From an optimization exercise on the open Yosys and OpenROAD flow, aimed at small area, a short achievable clock period and few clock cycles per item; shortcuts taken in it are not production practice. Power figures rest on the tool's default switching activity, not on a simulated workload.

## muldiv_unit
module muldiv_unit #(
  parameter int XLEN = 32
) (
  input  logic            clk_i,
  input  logic            rst_i,
  input  logic            flush_i,
  input  logic            valid_i,
  output logic            ready_o,
  input  logic [2:0]      op_i,
  input  logic [XLEN-1:0] rs1_i,
  input  logic [XLEN-1:0] rs2_i,
  input  logic [4:0]      rd_addr_i,
  output logic            valid_o,
  input  logic            ready_i,
  output logic [XLEN-1:0] result_o,
  output logic [4:0]      rd_addr_o
);
Size in the first run: ~3900 cells after synthesis, about 120 I/O pins, roughly 35000 um^2 of cells after synthesis.
clock: 12.0 ns
lec_check: 0
cap_margin: 20
core_margin: 2
core_utilization: 40
slew_margin: 20
standard.sh (not shown) runs the stock make flow with config.mk's settings and CLKGATE_MAP_FILE= SYNTH_SCRIPT=/design/flow/synth_recipe.tcl, a recipe that flattens the netlist after the stock synthesis.
==> flow/flow/run.sh <==
#!/bin/bash
set -euo pipefail
export SETUP_SLACK_MARGIN=7
bash standard.sh > standard_flow.log 2>&1
Change:
--- a/flow/design.v
+++ b/flow/design.v
@@ -56,17 +56,18 @@
   logic        fza_q, fzb_q;
   logic        fneg_q;
   logic        fcin_q;   
   logic [1:0]  est_q;
   logic [2:0]  op_q;
   logic [4:0]  rd_q;
   logic [33:0] r_q;      
   logic [33:0] c_q;      
-  logic        ci_q;     
+  logic [7:0]  slo_q;    
+  logic [7:0]  clo_q;    
   logic [31:0] m_q;      
   logic [31:0] x_q;      
   logic [4:0]  cnt_q;    
   logic [1:0]  j_q;      
   logic        neg_q;    
   logic        lo_q;     
   logic        usecpa_q;  
   logic        cin_q;    
@@ -103,44 +104,44 @@
     pm     = a_le_b ? fpa_q : fpb_q;
     dsh    = fpa_q - fpb_q;
     mneg   = fneg_q & (fop_q == 3'd0) & ~fza_q & ~fzb_q;
   end
   localparam int W = 42;
   logic [W-1:0] pp [8];
   logic [W-1:0] acs, acc;
   logic [W-1:0] s1, c1, s2, c2, s3, c3, s4, c4, s5, c5, s6, c6, s7, c7, s8, c8;
-  logic [8:0]   low9;
+  logic [8:0]   pend;
   always_comb begin
     acs = {{(W-34){1'b0}}, r_q};
     acc = {{(W-34){1'b0}}, c_q};
     for (int i = 0; i < 8; i++) begin
       pp[i] = {W{x_q[i]}} & ({{(W-32){1'b0}}, m_q} << i);
     end
+    pend = {1'b0, slo_q} + {1'b0, clo_q};
     s1 = acs ^ acc ^ pp[0];
-    c1 = ((acs & acc) | (acs & pp[0]) | (acc & pp[0])) << 1;
+    c1 = (((acs & acc) | (acs & pp[0]) | (acc & pp[0])) << 1) | {{(W-1){1'b0}}, pend[8]};
     s2 = pp[1] ^ pp[2] ^ pp[3];
     c2 = ((pp[1] & pp[2]) | (pp[1] & pp[3]) | (pp[2] & pp[3])) << 1;
     s3 = pp[4] ^ pp[5] ^ pp[6];
     c3 = ((pp[4] & pp[5]) | (pp[4] & pp[6]) | (pp[5] & pp[6])) << 1;
     s4 = s1 ^ c1 ^ s2;
     c4 = ((s1 & c1) | (s1 & s2) | (c1 & s2)) << 1;
     s5 = c2 ^ s3 ^ c3;
     c5 = ((c2 & s3) | (c2 & c3) | (s3 & c3)) << 1;
     s6 = s4 ^ c4 ^ s5;
     c6 = ((s4 & c4) | (s4 & s5) | (c4 & s5)) << 1;
     s7 = s6 ^ c6 ^ c5;
     c7 = ((s6 & c6) | (s6 & c5) | (c6 & c5)) << 1;
     s8 = s7 ^ c7 ^ pp[7];
     c8 = ((s7 & c7) | (s7 & pp[7]) | (c7 & pp[7])) << 1;
-    low9 = {1'b0, s8[7:0]} + {1'b0, c8[7:0]} + {8'd0, ci_q};
   end
   logic [33:0] add_s;
   always_comb begin
-    add_s  = r_q + c_q + {33'd0, ci_q};
+    add_s  = r_q + c_q + {33'd0, ~is_mul | pend[8]};
   end
   logic [34:0] t1;       
   logic [35:0] d3a, d3b, d3s, d3c;
   logic [35:0] t3;       
   logic        q1, q0;
   logic [33:0] dnext;
   always_comb begin
     t1  = {1'b0, r_q} + {c_q, 1'b1} + 35'd1;
@@ -154,17 +155,17 @@
     if (q1) dnext = q0 ? t3[33:0] : t1[33:0];
     else    dnext = q0 ? add_s : r_q;
   end
   logic [63:0] fsrc_a;
   logic [63:0] fsh_a;
   logic [31:0] fval_b;
   logic [31:0] fres;
   always_comb begin
-    fsrc_a = lo_q ? {add_s[31:0], x_q} : {32'd0, add_s[31:0]};
+    fsrc_a = lo_q ? {add_s[31:0], pend[7:0], x_q[31:8]} : {32'd0, add_s[31:0]};
     fsh_a  = fsrc_a >> {j_q, 3'b000};
     fval_b = lo_q ? x_q : (r_q[31:0] >> {j_q, 3'b000});
     if (usecpa_q) fres = fsh_a[31:0];
     else          fres = (fval_b ^ {32{neg_q}}) + {31'd0, neg_q & cin_q};
   end
   logic [1:0]  fst_d, est_d;
   logic        vo_d;
   logic        fix_done;
@@ -240,42 +241,43 @@
   always_ff @(posedge clk_i) begin
     if (eng_load) begin
       op_q  <= fop_q;
       rd_q  <= frd_q;
       neg_q <= fneg_q;
       cin_q <= fcin_q;
       usecpa_q <= f_mul & (~fneg_q | (fop_q == 3'd0));
       if (f_mul) begin
-        ci_q  <= 1'b0;
+        slo_q <= 8'd0;
+        clo_q <= 8'd0;
         r_q   <= mneg ? {2'b00, (a_le_b ? fa_q : fb_q)} : 34'd0;
         c_q   <= '0;
         m_q   <= (a_le_b ? fb_q : fa_q) ^ {32{mneg}};
         x_q   <= (fza_q | fzb_q) ? 32'd0 : (a_le_b ? fa_q : fb_q);
         cnt_q <= {3'd0, pm[4:3]};
         j_q   <= ~pm[4:3];
         lo_q  <= (fop_q[1:0] == 2'd0);
       end else begin
         r_q   <= {2'b00, fa_q};
         c_q   <= ~{2'b00, fb_q << {dsh[4:1], 1'b0}};
-        ci_q  <= 1'b1;
         j_q   <= 2'd0;
         lo_q  <= ~fop_q[1];
         x_q   <= fzb_q ? 32'hFFFF_FFFF : 32'd0;
         cnt_q <= {1'b0, dsh[4:1]};
       end
     end else begin
       case (est_q)
         E_ITER: begin
           cnt_q <= cnt_q - 5'd1;
           if (is_mul) begin
             r_q  <= s8[41:8];
             c_q  <= c8[41:8];
-            ci_q <= low9[8];
-            x_q  <= {low9[7:0], x_q[31:8]};
+            slo_q <= s8[7:0];
+            clo_q <= c8[7:0];
+            x_q   <= {pend[7:0], x_q[31:8]};
           end else begin
             r_q <= dnext;
             x_q <= {x_q[29:0], q1, q0};
             c_q <= {2'b11, c_q[33:2]};
           end
         end
         E_F1: begin
           r_q <= add_s;
The changed run went through all stages and came out clean.
Combinational power shrinks by roughly a tenth.
Clock-buffer cell count goes down by 1.
Setup slack gets better by 0.21 ns.
Cell area went up slightly.
Clock power increases by about a fifth.
Non-clock buffer count went down by 39.
Via count went down slightly.
Die area climbs slightly.
Hold slack hardly moves.
Maximum frequency climbs by a few percent.
Power increases by a few percent.
Flip-flop and latch count increases by 11.
Cell count went down slightly.
Register-to-register slack gains 0.21 ns.
No run of this note included a check of the RTL's function; only the layout flow was run.

## static timing again, ports no longer ideal
The results above use ideal ports. As a check the final layouts listed here were re-extracted and re-timed, cells and wires unchanged.
Step 1 assumes that a clkbuf_16 drives the clock port and a buf_2 every other input.
Step 2 times the ports against the registers' clock, not the clock port: input delays grow and output delays shrink by t, the midpoint of the rising clock arrivals with the driver on.
a / b / c = no drivers / after step 1 / after step 2; a / b = the first two.
run | t, ns | setup slack, ns | worst data-port slew with drivers (ns)
the first run | 0.651 | 6.959 / 6.959 / 6.959 | 0.06
the second run | 0.650 | 7.165 / 7.165 / 7.165 | 0.07
After both steps every run listed still meets setup and hold.
